From an optimization exercise on the open Yosys and OpenROAD flow, aimed at small area and a short achievable clock period; shortcuts taken in it are not production practice.
Only simulation tests tie the RTL to the original design; equivalence was not proved.
Power and IR drop assume default switching activity.

==> inputs of v32 <==
Design decode_stage, start of the top module:
module decode_stage (
  input  logic                 clock,
  input  logic                 reset,
  input  logic                 if_valid,
  input  isa_pkg::word_t                if_instruction,
  input  isa_pkg::word_t                if_pc,
  input  logic                 ex_allow_in,
  input  logic                 ex_write_valid,
  input  isa_pkg::reg_addr_t            ex_write_register,
  input  logic                 wb_write_enable,
  input  isa_pkg::reg_addr_t            wb_write_register,
  input  isa_pkg::word_t                wb_write_data,
  output logic                 allow_in,
  output logic                 branch_taken,
  output isa_pkg::word_t                branch_target,
  output logic                 ex_valid,
  output isa_pkg::word_t                ex_pc,
  output isa_pkg::word_t                ex_rs_value,
  output isa_pkg::word_t                ex_rt_value,
  output logic [decode_pkg::imm_width-1:0] ex_immediate,
  output isa_pkg::reg_addr_t            ex_dest_register,
  output logic                 ex_register_write,
  output decode_pkg::alu_op_t              ex_alu_op,
  output logic                 ex_src1_is_shamt,
  output logic                 ex_src1_is_pc,
  output logic                 ex_src2_is_imm,
  output logic                 ex_src2_is_unsigned,
  output logic                 ex_src2_is_8,
  output logic                 ex_mem_write,
  output logic                 ex_is_load,
  output decode_pkg::mem_size_t            ex_mem_size,
  output logic                 ex_mem_unsigned
);
clock: 7.5 ns
lec_check: 0
cap_margin: 10
core_margin: 2
core_utilization: 40
setup_slack_margin: 3.0
slew_margin: 10
synth_hierarchical: 1
standard.sh (not shown) runs the stock make flow with config.mk's settings and CLKGATE_MAP_FILE= SYNTH_SCRIPT=/design/flow/synth_recipe.tcl, a recipe that flattens the netlist after the stock synthesis.
==> flow/flow/run.sh <==
#!/bin/bash
# Standard layout with two changes: input/output ports get the smallest
# buffer (buf_1) instead of clkdlybuf4s50_1, and CTS adds no dummy loads.
# Every tool's output goes to ORFS's own per-step logs under orfs/logs;
# make's output goes to flow_make.log here.
set -euo pipefail
export BUFFER_PORTS_ARGS="-buffer_cell sky130_fd_sc_hd__buf_1"
export CTS_ARGS="-sink_clustering_enable -repair_clock_nets -sink_clustering_size 24 -sink_clustering_max_diameter 100 -dont_use_dummy_load"
bash standard.sh > flow_make.log 2>&1
==> v30: changes against v32 <==
--- a/flow/design.v
+++ b/flow/design.v
@@ -320,33 +320,35 @@
   for (genvar k = 0; k < 2; k++) begin : g_4
     gate_nor2 n_i (.a(d3[2*k]), .b(d3[2*k+1]), .y(e4[k]));
   end
   gate_and2 y_i (.a(e4[0]), .b(e4[1]), .y(y));
   gate_nand2 n_i (.a(e4[0]), .b(e4[1]), .y(n));
 endmodule
 module zero32 (
   input  isa_pkg::word_t a,
-  output logic           y,
-  output logic           n
+  output logic           y
 );
   logic [15:0] z1;
-  logic [3:0] n2;
-  logic [1:0] z3;
+  logic [7:0] n2;
+  logic [3:0] z3;
+  logic [1:0] n4;
   for (genvar k = 0; k < 16; k++) begin : g_1
     gate_nor2 n_i (.a(a[2*k]), .b(a[2*k+1]), .y(z1[k]));
   end
-  for (genvar k = 0; k < 4; k++) begin : g_2
-    gate_nand4 n_i (.a(z1[4*k]), .b(z1[4*k+1]), .c(z1[4*k+2]), .d(z1[4*k+3]), .y(n2[k]));
+  for (genvar k = 0; k < 8; k++) begin : g_2
+    gate_nand2 n_i (.a(z1[2*k]), .b(z1[2*k+1]), .y(n2[k]));
   end
-  for (genvar k = 0; k < 2; k++) begin : g_3
+  for (genvar k = 0; k < 4; k++) begin : g_3
     gate_nor2 n_i (.a(n2[2*k]), .b(n2[2*k+1]), .y(z3[k]));
   end
-  gate_and2 y_i (.a(z3[0]), .b(z3[1]), .y(y));
-  gate_nand2 n_i (.a(z3[0]), .b(z3[1]), .y(n));
+  for (genvar k = 0; k < 2; k++) begin : g_4
+    gate_nand2 n_i (.a(z3[2*k]), .b(z3[2*k+1]), .y(n4[k]));
+  end
+  gate_nor2 n5_i (.a(n4[0]), .b(n4[1]), .y(y));
 endmodule
 module forward_match (
   input  logic               write_enable,
   input  isa_pkg::reg_addr_t write_register,
   input  isa_pkg::reg_addr_t read_register,
   input  logic               read_nonzero,
   output logic               y
 );
@@ -395,16 +397,19 @@
   assign bltz = kind[decode_pkg::branch_sign_bit] && cond == 2'b00;
   assign bgez = kind[decode_pkg::branch_sign_bit] && cond == 2'b01;
   assign blez_kind = kind[decode_pkg::branch_sign_bit] && cond == 2'b10;
   assign bgtz = kind[decode_pkg::branch_sign_bit] && cond == 2'b11;
   assign wb_outcome = jump || (bltz && wb_negative) || (bgez && !wb_negative) ||
                       (blez_kind && wb_negative);
   assign bgtz_positive = bgtz && !wb_negative;
 endmodule
+module gate_mux2i (input logic s, input logic a0, input logic a1, output logic y);
+  assign y = !(s ? a1 : a0);
+endmodule
 module branch_mid (
   input  logic rs_forward,
   input  logic rt_forward,
   input  logic eq_kind,
   input  logic ne_kind,
   input  logic blez_kind,
   input  logic bgtz_positive,
   input  logic rs_outcome,
@@ -445,32 +450,31 @@
   input  logic invalid,
   input  logic eq_array,
   input  logic eq_rs_wb,
   input  logic eq_wb_rt,
   input  logic ne_array,
   input  logic ne_rs_wb,
   input  logic ne_wb_rt,
   input  logic wb_data_zero,
-  input  logic wb_data_nonzero,
   input  logic array_equal,
   input  logic array_unequal,
   input  logic rs_wb_equal,
   input  logic rs_wb_unequal,
   input  logic wb_rt_equal,
   input  logic wb_rt_unequal,
   input  logic wb_zero,
   input  logic wb_nonzero,
   output logic taken
 );
   logic [3:0] not_taken;
   gate_a22oi array_i (.a1(eq_array), .a2(array_equal), .b1(ne_array), .b2(array_unequal), .y(not_taken[0]));
   gate_a22oi rs_wb_i (.a1(eq_rs_wb), .a2(rs_wb_equal), .b1(ne_rs_wb), .b2(rs_wb_unequal), .y(not_taken[1]));
   gate_a22oi wb_rt_i (.a1(eq_wb_rt), .a2(wb_rt_equal), .b1(ne_wb_rt), .b2(wb_rt_unequal), .y(not_taken[2]));
-  gate_a22oi zero_i (.a1(wb_data_zero), .a2(wb_zero), .b1(wb_data_nonzero), .b2(wb_nonzero), .y(not_taken[3]));
+  gate_mux2i zero_i (.s(wb_data_zero), .a0(wb_nonzero), .a1(wb_zero), .y(not_taken[3]));
   gate_a41oi taken_i (.a1(not_taken[0]), .a2(not_taken[1]), .a3(not_taken[2]), .a4(not_taken[3]),
                      .b1(invalid), .y(taken));
 endmodule
 module decode_stage (
   input  logic                 clock,
   input  logic                 reset,
   input  logic                 if_valid,
   input  isa_pkg::word_t                if_instruction,
@@ -651,19 +655,18 @@
   forward_match hold_rt_forward_i (.write_enable(wb_write_enable), .write_register(wb_write_register),
                                    .read_register(rt), .read_nonzero(rt_field_nonzero), .y(hold_rt_forward));
   isa_pkg::word_t rs_next;
   isa_pkg::word_t rt_next;
   logic if_rs_zero;
   logic rs_zero_next;
   logic rs_zero;
   logic wb_data_zero;
-  logic wb_data_nonzero;
-  zero32 if_rs_zero_i (.a(if_rs_array_value), .y(if_rs_zero), .n());
-  zero32 wb_data_zero_i (.a(wb_write_data), .y(wb_data_zero), .n(wb_data_nonzero));
+  zero32 if_rs_zero_i (.a(if_rs_array_value), .y(if_rs_zero));
+  zero32 wb_data_zero_i (.a(wb_write_data), .y(wb_data_zero));
   always_comb begin
     if (load) begin
       rs_next = if_rs_forward ? wb_write_data : if_rs_array_value;
       rt_next = if_rt_forward ? wb_write_data : if_rt_array_value;
       rs_zero_next = if_rs_forward ? wb_data_zero : if_rs_zero;
     end else begin
       rs_next = hold_rs_forward ? wb_write_data : rs_array_value;
       rt_next = hold_rt_forward ? wb_write_data : rt_array_value;
@@ -734,16 +737,16 @@
     .array_equal(array_equal), .array_unequal(array_unequal),
     .rs_wb_equal(rs_wb_equal), .rs_wb_unequal(rs_wb_unequal),
     .wb_rt_equal(wb_rt_equal), .wb_rt_unequal(wb_rt_unequal),
     .wb_zero(wb_zero), .wb_nonzero(wb_nonzero_taken));
   branch_late branch_late_i (
     .invalid(!ex_valid),
     .eq_array(eq_array), .eq_rs_wb(eq_rs_wb), .eq_wb_rt(eq_wb_rt),
     .ne_array(ne_array), .ne_rs_wb(ne_rs_wb), .ne_wb_rt(ne_wb_rt),
-    .wb_data_zero(wb_data_zero), .wb_data_nonzero(wb_data_nonzero),
+    .wb_data_zero(wb_data_zero),
     .array_equal(array_equal), .array_unequal(array_unequal),
     .rs_wb_equal(rs_wb_equal), .rs_wb_unequal(rs_wb_unequal),
     .wb_rt_equal(wb_rt_equal), .wb_rt_unequal(wb_rt_unequal),
     .wb_zero(wb_zero), .wb_nonzero(wb_nonzero_taken),
     .taken(branch_taken));
 endmodule
 `default_nettype wire
==> v3: changes against v32 <==
--- a/flow/design.v
+++ b/flow/design.v
@@ -268,85 +268,82 @@
       .a1(d[3*g+2]), .s1(s[3*g+2]),
       .a2(d[3*g+3]), .s2(s[3*g+3]),
       .y (t[g])
     );
   end
   assign t[10] = !(d[31] && s[31]);
   assign y = !(&t);
 endmodule
+module gate_xor2 (input logic a, input logic b, output logic y);
+  assign y = a ^ b;
+endmodule
 module gate_xnor2 (input logic a, input logic b, output logic y);
   assign y = !(a ^ b);
 endmodule
 module gate_nand2 (input logic a, input logic b, output logic y);
   assign y = !(a && b);
 endmodule
 module gate_nor2 (input logic a, input logic b, output logic y);
   assign y = !(a || b);
 endmodule
 module gate_nand3 (input logic a, input logic b, input logic c, output logic y);
   assign y = !(a && b && c);
 endmodule
 module gate_nand4 (input logic a, input logic b, input logic c, input logic d, output logic y);
   assign y = !(a && b && c && d);
 endmodule
-module gate_and2 (input logic a, input logic b, output logic y);
-  assign y = a && b;
-endmodule
-module gate_a22oi (input logic a1, input logic a2, input logic b1, input logic b2, output logic y);
-  assign y = !((a1 && a2) || (b1 && b2));
-endmodule
 module eq32 (
   input  isa_pkg::word_t a,
   input  isa_pkg::word_t b,
-  output logic           y,
-  output logic           n
+  output logic           y
 );
-  logic [31:0] e;
-  logic [15:0] d1;
-  logic [7:0] e2;
-  logic [3:0] d3;
-  logic [1:0] e4;
+  logic [31:0] d;
+  logic [15:0] e1;
+  logic [7:0] d2;
+  logic [3:0] e3;
+  logic [1:0] d4;
   for (genvar k = 0; k < 32; k++) begin : g_x
-    gate_xnor2 x_i (.a(a[k]), .b(b[k]), .y(e[k]));
+    gate_xor2 x_i (.a(a[k]), .b(b[k]), .y(d[k]));
   end
   for (genvar k = 0; k < 16; k++) begin : g_1
-    gate_nand2 n_i (.a(e[2*k]), .b(e[2*k+1]), .y(d1[k]));
+    gate_nor2 n_i (.a(d[2*k]), .b(d[2*k+1]), .y(e1[k]));
   end
   for (genvar k = 0; k < 8; k++) begin : g_2
-    gate_nor2 n_i (.a(d1[2*k]), .b(d1[2*k+1]), .y(e2[k]));
+    gate_nand2 n_i (.a(e1[2*k]), .b(e1[2*k+1]), .y(d2[k]));
   end
   for (genvar k = 0; k < 4; k++) begin : g_3
-    gate_nand2 n_i (.a(e2[2*k]), .b(e2[2*k+1]), .y(d3[k]));
+    gate_nor2 n_i (.a(d2[2*k]), .b(d2[2*k+1]), .y(e3[k]));
   end
   for (genvar k = 0; k < 2; k++) begin : g_4
-    gate_nor2 n_i (.a(d3[2*k]), .b(d3[2*k+1]), .y(e4[k]));
+    gate_nand2 n_i (.a(e3[2*k]), .b(e3[2*k+1]), .y(d4[k]));
   end
-  gate_and2 y_i (.a(e4[0]), .b(e4[1]), .y(y));
-  gate_nand2 n_i (.a(e4[0]), .b(e4[1]), .y(n));
+  gate_nor2 n5_i (.a(d4[0]), .b(d4[1]), .y(y));
 endmodule
 module zero32 (
   input  isa_pkg::word_t a,
-  output logic           y,
-  output logic           n
+  output logic           y
 );
   logic [15:0] z1;
-  logic [3:0] n2;
-  logic [1:0] z3;
+  logic [7:0] n2;
+  logic [3:0] z3;
+  logic [1:0] n4;
   for (genvar k = 0; k < 16; k++) begin : g_1
     gate_nor2 n_i (.a(a[2*k]), .b(a[2*k+1]), .y(z1[k]));
   end
-  for (genvar k = 0; k < 4; k++) begin : g_2
-    gate_nand4 n_i (.a(z1[4*k]), .b(z1[4*k+1]), .c(z1[4*k+2]), .d(z1[4*k+3]), .y(n2[k]));
+  for (genvar k = 0; k < 8; k++) begin : g_2
+    gate_nand2 n_i (.a(z1[2*k]), .b(z1[2*k+1]), .y(n2[k]));
   end
-  for (genvar k = 0; k < 2; k++) begin : g_3
+  for (genvar k = 0; k < 4; k++) begin : g_3
     gate_nor2 n_i (.a(n2[2*k]), .b(n2[2*k+1]), .y(z3[k]));
   end
-  gate_and2 y_i (.a(z3[0]), .b(z3[1]), .y(y));
-  gate_nand2 n_i (.a(z3[0]), .b(z3[1]), .y(n));
+  for (genvar k = 0; k < 2; k++) begin : g_4
+    gate_nand2 n_i (.a(z3[2*k]), .b(z3[2*k+1]), .y(n4[k]));
+  end
+  gate_nor2 n5_i (.a(n4[0]), .b(n4[1]), .y(y));
 endmodule
 module forward_match (
   input  logic               write_enable,
   input  isa_pkg::reg_addr_t write_register,
   input  isa_pkg::reg_addr_t read_register,
   input  logic               read_nonzero,
   output logic               y
 );
@@ -395,16 +392,19 @@
   assign bltz = kind[decode_pkg::branch_sign_bit] && cond == 2'b00;
   assign bgez = kind[decode_pkg::branch_sign_bit] && cond == 2'b01;
   assign blez_kind = kind[decode_pkg::branch_sign_bit] && cond == 2'b10;
   assign bgtz = kind[decode_pkg::branch_sign_bit] && cond == 2'b11;
   assign wb_outcome = jump || (bltz && wb_negative) || (bgez && !wb_negative) ||
                       (blez_kind && wb_negative);
   assign bgtz_positive = bgtz && !wb_negative;
 endmodule
+module gate_mux2i (input logic s, input logic a0, input logic a1, output logic y);
+  assign y = !(s ? a1 : a0);
+endmodule
 module branch_mid (
   input  logic rs_forward,
   input  logic rt_forward,
   input  logic eq_kind,
   input  logic ne_kind,
   input  logic blez_kind,
   input  logic bgtz_positive,
   input  logic rs_outcome,
@@ -441,36 +441,32 @@
                    output logic y);
   assign y = !((a1 && a2 && a3 && a4) || b1);
 endmodule
 module branch_late (
   input  logic invalid,
   input  logic eq_array,
   input  logic eq_rs_wb,
   input  logic eq_wb_rt,
-  input  logic ne_array,
-  input  logic ne_rs_wb,
-  input  logic ne_wb_rt,
   input  logic wb_data_zero,
-  input  logic wb_data_nonzero,
   input  logic array_equal,
   input  logic array_unequal,
   input  logic rs_wb_equal,
   input  logic rs_wb_unequal,
   input  logic wb_rt_equal,
   input  logic wb_rt_unequal,
   input  logic wb_zero,
   input  logic wb_nonzero,
   output logic taken
 );
   logic [3:0] not_taken;
-  gate_a22oi array_i (.a1(eq_array), .a2(array_equal), .b1(ne_array), .b2(array_unequal), .y(not_taken[0]));
-  gate_a22oi rs_wb_i (.a1(eq_rs_wb), .a2(rs_wb_equal), .b1(ne_rs_wb), .b2(rs_wb_unequal), .y(not_taken[1]));
-  gate_a22oi wb_rt_i (.a1(eq_wb_rt), .a2(wb_rt_equal), .b1(ne_wb_rt), .b2(wb_rt_unequal), .y(not_taken[2]));
-  gate_a22oi zero_i (.a1(wb_data_zero), .a2(wb_zero), .b1(wb_data_nonzero), .b2(wb_nonzero), .y(not_taken[3]));
+  gate_mux2i array_i (.s(eq_array), .a0(array_unequal), .a1(array_equal), .y(not_taken[0]));
+  gate_mux2i rs_wb_i (.s(eq_rs_wb), .a0(rs_wb_unequal), .a1(rs_wb_equal), .y(not_taken[1]));
+  gate_mux2i wb_rt_i (.s(eq_wb_rt), .a0(wb_rt_unequal), .a1(wb_rt_equal), .y(not_taken[2]));
+  gate_mux2i zero_i (.s(wb_data_zero), .a0(wb_nonzero), .a1(wb_zero), .y(not_taken[3]));
   gate_a41oi taken_i (.a1(not_taken[0]), .a2(not_taken[1]), .a3(not_taken[2]), .a4(not_taken[3]),
                      .b1(invalid), .y(taken));
 endmodule
 module decode_stage (
   input  logic                 clock,
   input  logic                 reset,
   input  logic                 if_valid,
   input  isa_pkg::word_t                if_instruction,
@@ -651,19 +647,18 @@
   forward_match hold_rt_forward_i (.write_enable(wb_write_enable), .write_register(wb_write_register),
                                    .read_register(rt), .read_nonzero(rt_field_nonzero), .y(hold_rt_forward));
   isa_pkg::word_t rs_next;
   isa_pkg::word_t rt_next;
   logic if_rs_zero;
   logic rs_zero_next;
   logic rs_zero;
   logic wb_data_zero;
-  logic wb_data_nonzero;
-  zero32 if_rs_zero_i (.a(if_rs_array_value), .y(if_rs_zero), .n());
-  zero32 wb_data_zero_i (.a(wb_write_data), .y(wb_data_zero), .n(wb_data_nonzero));
+  zero32 if_rs_zero_i (.a(if_rs_array_value), .y(if_rs_zero));
+  zero32 wb_data_zero_i (.a(wb_write_data), .y(wb_data_zero));
   always_comb begin
     if (load) begin
       rs_next = if_rs_forward ? wb_write_data : if_rs_array_value;
       rt_next = if_rt_forward ? wb_write_data : if_rt_array_value;
       rs_zero_next = if_rs_forward ? wb_data_zero : if_rs_zero;
     end else begin
       rs_next = hold_rs_forward ? wb_write_data : rs_array_value;
       rt_next = hold_rt_forward ? wb_write_data : rt_array_value;
@@ -690,22 +685,19 @@
     assign branch_target[8*k +: 8] = !target_from_rs ? static_target[8*k +: 8] :
                                      target_forward_byte[k] ? wb_write_data[8*k +: 8] : rs_array_value[8*k +: 8];
   end
   logic eq_array;
   logic eq_rs_wb;
   logic eq_wb_rt;
   logic branch_rs_forward;
   logic branch_rt_forward;
-  logic ne_array;
-  logic ne_rs_wb;
-  logic ne_wb_rt;
-  eq32 eq_array_i (.a(rs_array_value), .b(rt_array_value), .y(eq_array), .n(ne_array));
-  eq32 eq_rs_wb_i (.a(rs_array_value), .b(wb_write_data), .y(eq_rs_wb), .n(ne_rs_wb));
-  eq32 eq_wb_rt_i (.a(wb_write_data), .b(rt_array_value), .y(eq_wb_rt), .n(ne_wb_rt));
+  eq32 eq_array_i (.a(rs_array_value), .b(rt_array_value), .y(eq_array));
+  eq32 eq_rs_wb_i (.a(rs_array_value), .b(wb_write_data), .y(eq_rs_wb));
+  eq32 eq_wb_rt_i (.a(wb_write_data), .b(rt_array_value), .y(eq_wb_rt));
   forward_match branch_rs_forward_i (.write_enable(wb_write_enable), .write_register(wb_write_register),
                                      .read_register(rs), .read_nonzero(rs_field_nonzero), .y(branch_rs_forward));
   forward_match branch_rt_forward_i (.write_enable(wb_write_enable), .write_register(wb_write_register),
                                      .read_register(rt), .read_nonzero(rt_field_nonzero), .y(branch_rt_forward));
   logic eq_kind;
   logic ne_kind;
   logic blez_kind;
   logic bgtz_positive;
@@ -733,17 +725,16 @@
     .bgtz_positive(bgtz_positive), .rs_outcome(rs_outcome), .wb_outcome(wb_outcome),
     .array_equal(array_equal), .array_unequal(array_unequal),
     .rs_wb_equal(rs_wb_equal), .rs_wb_unequal(rs_wb_unequal),
     .wb_rt_equal(wb_rt_equal), .wb_rt_unequal(wb_rt_unequal),
     .wb_zero(wb_zero), .wb_nonzero(wb_nonzero_taken));
   branch_late branch_late_i (
     .invalid(!ex_valid),
     .eq_array(eq_array), .eq_rs_wb(eq_rs_wb), .eq_wb_rt(eq_wb_rt),
-    .ne_array(ne_array), .ne_rs_wb(ne_rs_wb), .ne_wb_rt(ne_wb_rt),
-    .wb_data_zero(wb_data_zero), .wb_data_nonzero(wb_data_nonzero),
+    .wb_data_zero(wb_data_zero),
     .array_equal(array_equal), .array_unequal(array_unequal),
     .rs_wb_equal(rs_wb_equal), .rs_wb_unequal(rs_wb_unequal),
     .wb_rt_equal(wb_rt_equal), .wb_rt_unequal(wb_rt_unequal),
     .wb_zero(wb_zero), .wb_nonzero(wb_nonzero_taken),
     .taken(branch_taken));
 endmodule
 `default_nettype wire
==> summary of the runs <==
- Hold slack: v30 is worse than v32 (0.0020 ns).
- Routed wire length: v3 < v32 < v30.
- Combinational power is about the same in v32 and v30.
- In count of clock-buffer cells in the layout, v30 and v32 do not differ.
- First-iteration DRC count: v32 > v30 > v3.
- Cell count, lowest first: v3, v32, v30.
- Global-route usage: v32 is higher than v3 (0.39 points).
- In v3 the clock power is larger than in v32, by about 1%.
- Total power is about the same in v30 and v32.
- In die area, v3 and v32 hardly differ.

==> afterwards: timing with drivers on the ports <==
The flow's constraints put no driver on any port. The routed layouts listed below were extracted and timed again, unchanged, in two steps.
Step 1 assumes that a clkbuf_16 drives the clock port and a buf_2 every other input.
Step 2 times the ports against the registers' clock, not the clock port: input delays grow and output delays shrink by t, the midpoint of the rising clock arrivals with the driver on.
a / b / c = ideal ports / drivers / drivers and shift; a / b = the first two.
run	shift t [ns]	slack for setup (ns)	worst setup path at the end	latest minus earliest clock arrival (ns)
v32	0.766	2.909 / 2.630 / 2.371	input to register	0.068 / 0.069
v30	0.752	2.874 / 2.718 / 2.238	input to register	0.052 / 0.052
v3	0.752	2.824 / 2.705 / 2.197	input to register	0.064 / 0.065
After both steps every run listed still meets setup and hold. For v30, which loses most, drivers alone change the setup slack by -0.156 ns; drivers and shift together by -0.636 ns.
